Context: an optimization exercise on an open-source flow, tuned for small area, a short achievable clock period and few clock cycles. The choices shown serve that exercise and are no tape-out recipe. In this exercise RTL edits were held to simulation tests only and were not proved equivalent to the original.

$ cat design.v
`timescale 1ns / 1ps
package cnda_pkg;
    localparam int VecDim = 16;
    localparam int IdxW = 4;
    localparam logic [2:0] REQ_SAMPLE  = 3'd0;
    localparam logic [2:0] REQ_ADAPT   = 3'd1;
    localparam logic [2:0] REQ_WIN     = 3'd2;
    localparam logic [2:0] REQ_DENSITY = 3'd3;
    localparam logic [2:0] REQ_WWRITE  = 3'd4;
    localparam logic KIND_DIST    = 1'b0;
    localparam logic KIND_DENSITY = 1'b1;
    typedef struct packed {
        logic [2:0]         req_type;
        logic [3:0]         elem_index;
        logic signed [15:0] elem_value;
        logic               last_elem;
        logic               is_winner;
        logic [15:0]        mean_density;
    } in_item_t;
    typedef struct packed {
        logic        result_kind;
        logic [17:0] distance;
        logic [15:0] density;
    } out_item_t;
endpackage
`timescale 1ns / 1ps
module competitive_node_distance_adapt (
    input  logic                  clk,
    input  logic                  rst_n,
    input  logic                  cfg_we,
    input  logic [15:0]           cfg_wdata,
    input  logic                  in_valid,
    output logic                  in_stall,
    input  logic [40:0]           in_data,
    output logic                  out_valid,
    input  logic                  out_stall,
    output logic [34:0]           out_data
);
    localparam logic [1:0] K_SMP  = 2'd0;
    localparam logic [1:0] K_WW   = 2'd1;
    localparam logic [1:0] K_DEN  = 2'd2;
    localparam logic [1:0] DV_IDLE  = 2'd0;
    localparam logic [1:0] DV_DENS  = 2'd1;
    localparam logic [1:0] DV_RECIP = 2'd2;
    localparam logic [1:0] DV_DWAIT = 2'd3;
    logic [15:0] rate_reg;
    logic [15:0] wgt [16];
    logic [15:0] smp [16];
    logic [31:0] sum_reg;
    logic [15:0] win_reg;
    logic [16:0] mcur, mnext;
    logic [4:0]  lcur, lnext;
    logic        mnext_v;
    logic        ir_v;
    logic [40:0] ir;
    logic [2:0]  ir_type;
    logic [3:0]  ir_idx;
    logic [15:0] ir_val;
    logic        ir_last, ir_win;
    logic [15:0] ir_mean;
    assign ir_type = ir[40:38];
    assign ir_idx  = ir[37:34];
    assign ir_val  = ir[33:18];
    assign ir_last = ir[17];
    assign ir_win  = ir[16];
    assign ir_mean = ir[15:0];
    logic        p_v    [1:4];
    logic [1:0]  p_k    [1:4];
    logic [3:0]  p_idx  [1:4];
    logic [15:0] p_val  [1:4];
    logic        p_last [1:4];
    logic        pa_v, pa_den, pa_last;
    logic [16:0] pa_x;
    logic        a_run;
    logic [3:0]  a_cnt;
    logic [15:0] a_R;
    logic [16:0] a_m;
    logic [4:0]  a_l;
    logic        a_win;
    logic        e1_v, e2_v, e3_v, e3_d;
    logic [3:0]  e1_idx, e2_idx, e3_idx;
    logic        e1_neg, e2_neg, e3_neg;
    logic        e1_win, e2_win, e3_win;
    logic [16:0] e2_m;
    logic [4:0]  e2_l;
    logic [15:0] e1_ad, e2_n;
    logic [16:0] e3_q;
    logic [15:0] e1_w, e2_w, e3_w;
    logic        dens_busy, dens_done;
    logic [16:0] d_m;
    logic [4:0]  d_l;
    logic [15:0] dens_res;
    logic [1:0]  dv_st;
    logic [33:0] dv_r;
    logic [32:0] dv_b;
    logic [16:0] dv_q;
    logic [4:0]  dv_cnt;
    logic [4:0]  dv_l;
    logic        dv_in;
    logic        sq_busy, sq_done;
    logic [31:0] sq_rad;
    logic [16:0] sq_rem;
    logic [15:0] sq_root;
    logic [2:0]  sq_cnt;
    logic        dist_busy;
    logic [1:0]  of_cnt;
    logic        of0, of1;        
    logic        ov;
    logic [34:0] od;
    assign out_valid = ov;
    assign out_data  = od;
    logic adapt_busy, ww_inflight, idx_hz, issue_ok, issue, accept;
    assign adapt_busy  = a_run | e1_v | e2_v | e3_v;
    assign ww_inflight = (p_v[1] && p_k[1] == K_WW) || (p_v[2] && p_k[2] == K_WW) ||
                         (p_v[3] && p_k[3] == K_WW);
    assign idx_hz      = a_run && (ir_idx > a_cnt);
    always_comb
    begin
        unique case (ir_type)
            cnda_pkg::REQ_SAMPLE:  issue_ok = !idx_hz && !(ir_last && dist_busy);
            cnda_pkg::REQ_ADAPT:   issue_ok = !a_run && !ww_inflight;
            cnda_pkg::REQ_WIN:     issue_ok = (win_reg == 16'hFFFF) || mnext_v;
            cnda_pkg::REQ_DENSITY: issue_ok = !dens_busy;
            cnda_pkg::REQ_WWRITE:  issue_ok = !idx_hz;
            default:               issue_ok = 1'b1;
        endcase
    end
    assign in_stall = ir_v && !issue_ok;
    assign issue    = ir_v && issue_ok;
    assign accept   = in_valid && !in_stall;
    logic is_smp, is_adapt, is_win, is_den, is_ww;
    assign is_smp   = issue && ir_type == cnda_pkg::REQ_SAMPLE;
    assign is_adapt = issue && ir_type == cnda_pkg::REQ_ADAPT;
    assign is_win   = issue && ir_type == cnda_pkg::REQ_WIN;
    assign is_den   = issue && ir_type == cnda_pkg::REQ_DENSITY;
    assign is_ww    = issue && ir_type == cnda_pkg::REQ_WWRITE;
    logic [15:0] acc_w;
    logic signed [16:0] acc_d;
    logic [16:0] acc_ad;
    assign acc_w  = wgt[p_idx[4]];
    assign acc_d  = $signed({p_val[4][15], p_val[4]}) - $signed({acc_w[15], acc_w});
    assign acc_ad = acc_d[16] ? 17'(-acc_d) : 17'(acc_d);
    logic [33:0] sq_acc;
    logic [31:0] sum_sat;
    assign sq_acc  = {2'b00, (pa_den ? 32'd0 : sum_reg)} + 34'(pa_x) * 34'(pa_x);
    assign sum_sat = (sq_acc[33:32] != 2'b00) ? 32'hFFFF_FFFF : sq_acc[31:0];
    logic [15:0] e1s_s, e1s_w;
    logic signed [16:0] e1s_d;
    assign e1s_s = smp[a_cnt];
    assign e1s_w = wgt[a_cnt];
    assign e1s_d = $signed({e1s_s[15], e1s_s}) - $signed({e1s_w[15], e1s_w});
    logic [31:0] e2s_p;
    assign e2s_p = 32'(e1_ad) * 32'(a_R);
    logic        e3s_den;
    logic [16:0] e3s_n, e3s_m;
    logic [4:0]  e3s_l;
    logic [33:0] e3s_p;
    logic [17:0] e3s_sh;
    assign e3s_den = !e2_v && (dv_st == DV_DWAIT);
    assign e3s_n   = e2_v ? {1'b0, e2_n} : dv_q;
    assign e3s_m   = e2_v ? e2_m : d_m;
    assign e3s_l   = e2_v ? e2_l : d_l;
    assign e3s_p   = 34'(e3s_n) * 34'(e3s_m);
    assign e3s_sh  = e3s_p[33:16] >> e3s_l;
    logic [32:0] e4s_c;
    logic [15:0] e4s_q, e4s_nw;
    assign e4s_c  = 33'(e3_q[15:0]) * 33'd83887;
    assign e4s_q  = e3_win ? e3_q[15:0] : {6'd0, e4s_c[32:23]};
    assign e4s_nw = e3_neg ? (e3_w - e4s_q) : (e3_w + e4s_q);
    logic [33:0] dv_t1, dv_t2, dv_r1, dv_r2;
    logic [34:0] dv_diff1, dv_diff2;
    logic        dv_ge1, dv_ge2;
    assign dv_t1    = {dv_r[32:0], dv_in};
    assign dv_diff1 = {1'b0, dv_t1} - {2'b00, dv_b};
    assign dv_ge1   = !dv_diff1[34];
    assign dv_r1    = dv_ge1 ? dv_diff1[33:0] : dv_t1;
    assign dv_t2    = {dv_r1[32:0], 1'b0};
    assign dv_diff2 = {1'b0, dv_t2} - {2'b00, dv_b};
    assign dv_ge2   = !dv_diff2[34];
    assign dv_r2    = dv_ge2 ? dv_diff2[33:0] : dv_t2;
    logic [4:0] m_bitlen;
    always_comb
    begin
        m_bitlen = 5'd0;
        for (int i = 0; i < 16; i++)
            if (win_reg[i])
                m_bitlen = 5'(i + 1);
    end
    logic [18:0] sr_t1, sr_t2;
    logic [18:0] sr_c1, sr_c2;
    logic [16:0] sr_rem1, sr_rem2;
    logic [15:0] sr_root1, sr_root2;
    assign sr_t1 = {sq_rem, sq_rad[31:30]};
    assign sr_c1 = {1'b0, sq_root, 2'b01};
    assign sr_rem1  = (sr_t1 >= sr_c1) ? 17'(sr_t1 - sr_c1) : sr_t1[16:0];
    assign sr_root1 = {sq_root[14:0], (sr_t1 >= sr_c1)};
    assign sr_t2 = {sr_rem1, sq_rad[29:28]};
    assign sr_c2 = {1'b0, sr_root1, 2'b01};
    assign sr_rem2  = (sr_t2 >= sr_c2) ? 17'(sr_t2 - sr_c2) : sr_t2[16:0];
    assign sr_root2 = {sr_root1[14:0], (sr_t2 >= sr_c2)};
    logic out_free, give_dist, give_den, pop, push, push_kind;
    assign out_free  = !ov || !out_stall;
    assign give_dist = out_free && (of_cnt != 2'd0) && !of0 && sq_done;
    assign give_den  = out_free && (of_cnt != 2'd0) && of0 && dens_done;
    assign pop       = give_dist || give_den;
    assign push      = (is_smp && ir_last) || is_den;
    assign push_kind = is_den;
    always_ff @(posedge clk or negedge rst_n)
    begin
        if (!rst_n)
        begin
            rate_reg  <= 16'd32768;
            sum_reg   <= '0;
            win_reg   <= 16'd1;
            mcur      <= 17'd65537;
            lcur      <= 5'd0;
            mnext     <= 17'd65537;
            lnext     <= 5'd1;
            mnext_v   <= 1'b1;
            for (int i = 0; i < 16; i++)
            begin
                wgt[i] <= '0;
                smp[i] <= '0;
            end
            ir_v      <= 1'b0;
            for (int k = 1; k <= 4; k++)
                p_v[k] <= 1'b0;
            pa_v      <= 1'b0;
            a_run     <= 1'b0;
            a_cnt     <= '0;
            e1_v      <= 1'b0;
            e2_v      <= 1'b0;
            e3_v      <= 1'b0;
            e3_d      <= 1'b0;
            dens_busy <= 1'b0;
            dens_done <= 1'b0;
            dv_st     <= DV_IDLE;
            sq_busy   <= 1'b0;
            sq_done   <= 1'b0;
            dist_busy <= 1'b0;
            of_cnt    <= '0;
            ov        <= 1'b0;
        end
        else
        begin
            if (cfg_we)
                rate_reg <= cfg_wdata;
            if (accept)
                ir_v <= 1'b1;
            else if (issue)
                ir_v <= 1'b0;
            if (is_smp)
                smp[ir_idx] <= ir_val;
            if (is_win && win_reg != 16'hFFFF)
            begin
                win_reg <= win_reg + 16'd1;
                mcur    <= mnext;
                lcur    <= lnext;
                mnext_v <= 1'b0;
            end
            if (is_smp && ir_last)
                dist_busy <= 1'b1;
            else if (give_dist)
                dist_busy <= 1'b0;
            if (is_den)
                dens_busy <= 1'b1;
            else if (give_den)
                dens_busy <= 1'b0;
            p_v[1] <= is_smp || is_ww || is_den;
            for (int k = 2; k <= 4; k++)
                p_v[k] <= p_v[k-1];
            pa_v <= p_v[4] && (p_k[4] != K_WW);
            if (p_v[4] && p_k[4] == K_WW)
                wgt[p_idx[4]] <= p_val[4];
            if (pa_v && !pa_den)
            begin
                if (pa_last)
                    sum_reg <= '0;
                else
                    sum_reg <= sum_sat;
            end
            if (is_adapt)
            begin
                a_run <= 1'b1;
                a_cnt <= '0;
            end
            else if (a_run)
            begin
                a_cnt <= a_cnt + 4'd1;
                if (a_cnt == 4'd15)
                    a_run <= 1'b0;
            end
            e1_v <= a_run;
            e2_v <= e1_v;
            e3_v <= e2_v;
            e3_d <= e3s_den;
            if (e3_v)
                wgt[e3_idx] <= e4s_nw;
            if (e3_d)
                dens_done <= 1'b1;
            else if (give_den)
                dens_done <= 1'b0;
            if (pa_v && pa_den)
                dv_st <= DV_DENS;
            else if (dv_st == DV_IDLE && !mnext_v && win_reg != 16'hFFFF)
                dv_st <= DV_RECIP;
            else if (dv_st == DV_DENS || dv_st == DV_RECIP)
            begin
                if (dv_cnt == 5'd8)
                begin
                    if (dv_st == DV_DENS)
                        dv_st <= DV_DWAIT;
                    else
                    begin
                        dv_st   <= DV_IDLE;
                        mnext_v <= 1'b1;
                        mnext   <= {dv_q[14:0], dv_ge1, dv_ge2} + 17'd1;
                        lnext   <= dv_l;
                    end
                end
            end
            else if (e3s_den)
                dv_st <= DV_IDLE;
            if (pa_v && !pa_den && pa_last)
                sq_busy <= 1'b1;
            else if (sq_busy)
            begin
                if (sq_cnt == 3'd7)
                begin
                    sq_busy <= 1'b0;
                    sq_done <= 1'b1;
                end
            end
            else if (give_dist)
                sq_done <= 1'b0;
            begin
                logic f0, f1;
                logic [1:0] c;
                f0 = of0;
                f1 = of1;
                c  = of_cnt;
                if (pop)
                begin
                    f0 = f1;
                    c  = c - 2'd1;
                end
                if (push)
                begin
                    if (c == 2'd0)
                        f0 = push_kind;
                    else
                        f1 = push_kind;
                    c = c + 2'd1;
                end
                of0    <= f0;
                of1    <= f1;
                of_cnt <= c;
            end
            if (give_dist || give_den)
                ov <= 1'b1;
            else if (!out_stall)
                ov <= 1'b0;
        end
    end
    always_ff @(posedge clk)
    begin
        if (accept)
            ir <= in_data;
        if (is_smp || is_ww)
        begin
            p_k[1]    <= is_smp ? K_SMP : K_WW;
            p_idx[1]  <= ir_idx;
            p_val[1]  <= ir_val;
            p_last[1] <= ir_last;
        end
        else if (is_den)
        begin
            p_k[1]    <= K_DEN;
            p_val[1]  <= ir_mean;
            p_last[1] <= 1'b0;
        end
        for (int k = 2; k <= 4; k++)
        begin
            p_k[k]    <= p_k[k-1];
            p_idx[k]  <= p_idx[k-1];
            p_val[k]  <= p_val[k-1];
            p_last[k] <= p_last[k-1];
        end
        pa_den  <= (p_k[4] == K_DEN);
        pa_last <= p_last[4];
        pa_x    <= (p_k[4] == K_DEN) ? (17'd4096 + 17'(p_val[4])) : acc_ad;
        if (is_adapt)
        begin
            a_R   <= rate_reg;
            a_m   <= mcur;
            a_l   <= lcur;
            a_win <= ir_win;
        end
        e1_idx <= a_cnt;
        e1_neg <= e1s_d[16];
        e1_ad  <= e1s_d[16] ? 16'(-e1s_d) : e1s_d[15:0];
        e1_w   <= e1s_w;
        e1_win <= a_win;
        e2_win <= e1_win;
        e3_win <= e2_win;
        e2_m   <= a_m;
        e2_l   <= a_l;
        e2_idx <= e1_idx;
        e2_neg <= e1_neg;
        e2_n   <= e2s_p[31:16];
        e2_w   <= e1_w;
        e3_idx <= e2_idx;
        e3_neg <= e2_neg;
        e3_q   <= e3s_sh[16:0];
        e3_w   <= e2_w;
        if (is_den)
        begin
            d_m <= mcur;
            d_l <= lcur;
        end
        if (e3_d)
            dens_res <= e3_q[16] ? 16'hFFFF : e3_q[15:0];
        if (pa_v && pa_den)
        begin
            dv_r   <= 34'h40_0000;
            dv_in  <= 1'b0;
            dv_b   <= sq_acc[32:0];
            dv_cnt <= '0;
            dv_q   <= '0;
        end
        else if (dv_st == DV_IDLE && !mnext_v)
        begin
            dv_r   <= 34'(17'd1 << (m_bitlen - 5'd2));
            dv_in  <= (m_bitlen == 5'd1);
            dv_b   <= 33'(win_reg) + 33'd1;
            dv_l   <= m_bitlen;
            dv_cnt <= '0;
            dv_q   <= '0;
        end
        else if (dv_st == DV_DENS || dv_st == DV_RECIP)
        begin
            dv_r   <= dv_r2;
            dv_in  <= 1'b0;
            dv_cnt <= dv_cnt + 5'd1;
            dv_q   <= {dv_q[14:0], dv_ge1, dv_ge2};
        end
        if (pa_v && !pa_den && pa_last)
        begin
            sq_rad  <= sum_sat;
            sq_rem  <= '0;
            sq_root <= '0;
            sq_cnt  <= '0;
        end
        else if (sq_busy)
        begin
            sq_rad  <= {sq_rad[27:0], 4'd0};
            sq_rem  <= sr_rem2;
            sq_root <= sr_root2;
            sq_cnt  <= sq_cnt + 3'd1;
        end
        if (give_dist)
            od <= {cnda_pkg::KIND_DIST, 2'b00, sq_root, 16'd0};
        else if (give_den)
            od <= {cnda_pkg::KIND_DENSITY, 18'd0, dens_res};
    end
endmodule
$ cat run.sh
#!/bin/bash
# synth_recipe.tcl (not shown) runs the flow's synth.tcl, then flattens the netlist and writes it again
# the make line also repeats each setting of config.mk as NAME=value (left out here)
make -C /OpenROAD-flow-scripts/flow DESIGN_CONFIG=/design/flow/config.mk WORK_HOME=/design/flow/orfs CLKGATE_MAP_FILE= SYNTH_SCRIPT=/design/flow/synth_recipe.tcl finish
$ cat config.mk
export PLATFORM = sky130hd
export DESIGN_NAME = competitive_node_distance_adapt
export DESIGN_NICKNAME = competitive_node_distance_adapt
export VERILOG_FILES = /design/flow/design.v
export SDC_FILE = /design/flow/constraint.sdc
export NUM_CORES = 4
export LEC_CHECK = 0
export CAP_MARGIN = 20
export CORE_MARGIN = 2
export CORE_UTILIZATION = 40
export SLEW_MARGIN = 20
$ cat constraint.sdc
create_clock -name core_clock -period 12.0 [get_ports {clk}]
set_input_delay 2.4000 -clock core_clock [delete_from_list [all_inputs] [get_ports {clk}]]
set_output_delay 2.4000 -clock core_clock [all_outputs]
set_load 0.01 [all_outputs]
==> summary.txt <==
* Required @ worst endpoint at approximately 13 ns
* Fin. max-slew vios at 0
* Fin Setup TNS at 0 ns
* Fill count at roughly 21,000
* Crit share post-route at about four fifths
* Number of enable flip-flop cells after synthesis at about 230
* FF+latch count, synth at about 1,200
* Area grow syn2layout at 9.85%
* Die X at 481 um
* Largest registers: smp: 256 flops, wgt: 256 flops, p_val: 64 flops
* Slew @ Worst Pin at 1.23 ns
* Share of cells above drive strength 1 at 9.81%
* Post-Syn Area per Cell at 9.80 um2
* Mapped cell area at ~91,000 um2
* Clock insertion delay at the later pin of the skew report at between 0.8 and 0.9 ns
* Critical Path Max Stage Delay at ~0.64 ns
* Final Net Count at between 10,000 and 15,000
* Slowest CP cell: dfxtp_1
* Post-DP Area at roughly 95,000 um2
* # resized after CTS at 0
* DP Worst Slack at about 2.5 ns
* Pre-antenna DRT Iters at 8
* Clock slew at the register clock pins of the worst setup and hold paths at ~0.070 ns
* # IOs at around 100
* FF/Latch Area at slightly below 30,000 um2
* Rows at between 150 and 200
* Synth unique cells at 115
* Largest net degree at the start of global routing at approximately 160
* Crit path DAT at slightly above 10 ns
* Dpl hpwl at ~190,000 um
* DRC at 0
* Grt total ovfl at 0
* Most used cell, CP: fa_1
* DR iter-0 viols at about 7,000
* CTS H-tree depth at 4
* Placed Cells at 12,000
* CP Launch Type: flip-flop
* First-pass GRT wire length at ~420,000 um
* Post-Syn Instances at about 9,300
* CTS Buf Count at about 140
* Slew headroom at about 18%
* TritonCTS clock tree: done
* Crit path max fanout at 16
* Endpoint class of the critical path: flip-flop
* Initial Util at about two fifths
* Finished layout cell area at between 90,000 and 100,000 um2
* CTS Sinks at 1,209
* Multi-input logic area at ~55,000 um2
* CP Class: reg2reg
* Post-CTS Setup Bufs at 0
* Min-delay worst type: reg2reg
* Synth Warn # at 8
* Max-Cap Viols at 0
* Vias after detailed routing at 68,800
* Count of non-filler cells in the finished layout at between 10,000 and 15,000
* Total core area at 225,000 um2
* Vert. Die Dim at between 400 and 500 um
* Die area at between 200,000 and 250,000 um2
* Minimum clock period at between 9 and 10 ns
* Main synth FF type: dfrtp_1
* Hold_buf cts at 0
* Via-per-instance ratio at around 5.6
* Vias in the first global route at between 70,000 and 80,000
* WL per Instance at about 22 um
* Clock Skew at between 0.08 and 0.09 ns
* PortBufs at 96
* RSZ-0062 raised after global routing: no
* Total global-route track usage at roughly a quarter
* Fraction of registers with async set/reset at 53.4%
* PnR worst setup slack at 2.44 ns
* Placer Congestion at between 0.9 and 1
* Status: finished clean
* Longest Clk Path Bufs at 3
* Final setup violation count at 0
* Fmax at approximately 100 MHz
* Fin. Hold Viols at 0
* Routed WL at roughly 270,000 um
* Post-route ant nets at 0
* Seq/Total Area, Yosys at ~33%
* Root buffer cell: clkbuf_16
* Setup slack, reg-to-reg at ~2.4 ns
* Initial antenna violation count at 10
==> cell type report <==
type,instances,share of cell area [%]
multi-input combinational,6448,55.3
sequential,1209,29.8
inverter,1140,4.29
clock buffer,180,3.81
tap,2992,3.75
timing repair buffer,248,2.14
clock inverter,71,0.893
antenna,4,0.0100
==> worst paths after layout <==
path                       startpoint         end  cells past startpoint
setup / recovery             e3_q[10]  wgt[5][15]                     30
hold / removal               e1_w[15]    e2_w[15]                      0
setup reg to reg             e3_q[10]  wgt[5][15]                     30
hold reg to reg              e1_w[15]    e2_w[15]                      0
max in group asynchronous       rst_n    mnext[1]                      3
min in group asynchronous       rst_n   wgt[5][8]                      1
==> stage by stage <==
stage                     hold WS (ns)  util, %
after global placement           0.310     42.2
after floorplan                  0.310        -
after CTS                        0.307     44.3
after global routing             0.317     44.3
after detailed placement         0.312     42.2
final                            0.305     44.3
==> metal layers <==
layer | global-route usage (%) | routed length, um | share of wire [%] | vias up
li1 | - | - | - | 31200
met1 | 31.5 | 116000 | 43 | 34300
met2 | 37.4 | 123000 | 45 | 2697
met3 | 4.05 | 19900 | 7.3 | 687
met4 | 9.75 | 12400 | 4.6 | 4
met5 | 0 | 27 | 0.0099 | -
==> critical path, delay by kind of cell, from the launching register on <==
| family | cells | cell delay [ns] |
|---|---|---|
| DFF | 1 | 0.64 |
| xor gates and xnor gates | 2 | 0.29 |
| and+or+nand+nor | 6 | 1.53 |
| muxes | 1 | 0.16 |
| adders and majority gates | 9 | 3.94 |
| AOI/OAI and AO/OA | 9 | 2.64 |
| buffers and inverters | 3 | 0.18 |
==> synth_stat cells (80+ instances only) <==
| library cell | n | area [um2] |
|---|---|---|
| a211oi_1 | 80 | 601 |
| a21o_1 | 87 | 653 |
| a21oi_1 | 428 | 2140 |
| a22oi_1 | 167 | 1250 |
| and2_1 | 216 | 1350 |
| and3_1 | 83 | 519 |
| clkbuf_1 | 408 | 1530 |
| dfrtp_1 | 638 | 16000 |
| dfxtp_1 | 334 | 6690 |
| edfxtp_1 | 229 | 6880 |
| fa_1 | 742 | 14900 |
| ha_1 | 617 | 7720 |
| inv_1 | 1134 | 4260 |
| mux2_2 | 336 | 3780 |
| mux2i_1 | 321 | 3210 |
| nand2_1 | 957 | 3590 |
| nand3_1 | 101 | 505 |
| nor2_1 | 550 | 2060 |
| nor2b_1 | 83 | 519 |
| nor3_1 | 101 | 505 |
| o21ai_0 | 439 | 2200 |
| xnor2_1 | 167 | 1460 |
| xor2_1 | 109 | 955 |
==> cells in the final DEF (no fill, tap or decap), drive strengths merged, types with 153 or more instances in the layout <==
cell type,netlist,routed
a22oi,167,167
dfxtp,334,334
buf,71,153
edfxtp,229,229
inv,1137,1151
o21ai,444,444
mux2,378,378
fa,742,742
ha,617,617
mux2i,321,321
a21oi,428,428
nand2,973,973
and2,220,220
nor2,551,551
xnor2,167,167
dfrtp,638,638
clkbuf,408,180
==> logic make-up (layout without fill, tap and decap cells) <==
| kind of cell | after synthesis | in the layout | synth area share (%) |
|---|---|---|---|
| AND/OR/NAND/NOR | 2389 | 2389 | 12.3 |
| other | 1 | 6 | 0.00413 |
| flip-flops | 1209 | 1209 | 32.7 |
| XOR/XNOR | 276 | 276 | 2.66 |
| multiplexers | 700 | 700 | 8.41 |
| AO/OA/AOI/OAI | 1722 | 1722 | 12.3 |
| buffers and inverters | 1619 | 1639 | 6.79 |
| adder cells (fa/ha/maj) | 1359 | 1359 | 24.8 |
Testbench counts, summed over its fixed seeds: cycles 4,833.

==> separate check: timing with driven ports <==
No port has a modelled driver above. Below, the same layout with a new extraction and two added sets of constraints. Step 1 sets driving cells, clkbuf_16 on the clock port and buf_2 on the other inputs (assumed; they add their load-dependent delay and slew). Step 2 adds t to the input delays and takes it off the output delays; t is the mean of the earliest and latest rising clock arrival at the registers after step 1. Input paths then give back, and output paths get back, about the clock's delay inside the block. Slacks: ideal ports / drivers / drivers and shift; pairs: ideal ports / drivers.
shift t [ns]: 0.890
setup slack, ns: 2.442 / 2.442 / 2.442
clock arrival spread, ns: 0.082 / 0.082
worst data-port slew with drivers (ns): 0.12
After both steps setup and hold are still met in this run. For this run, drivers alone change the setup slack by 0.000 ns; drivers and shift together by 0.000 ns.
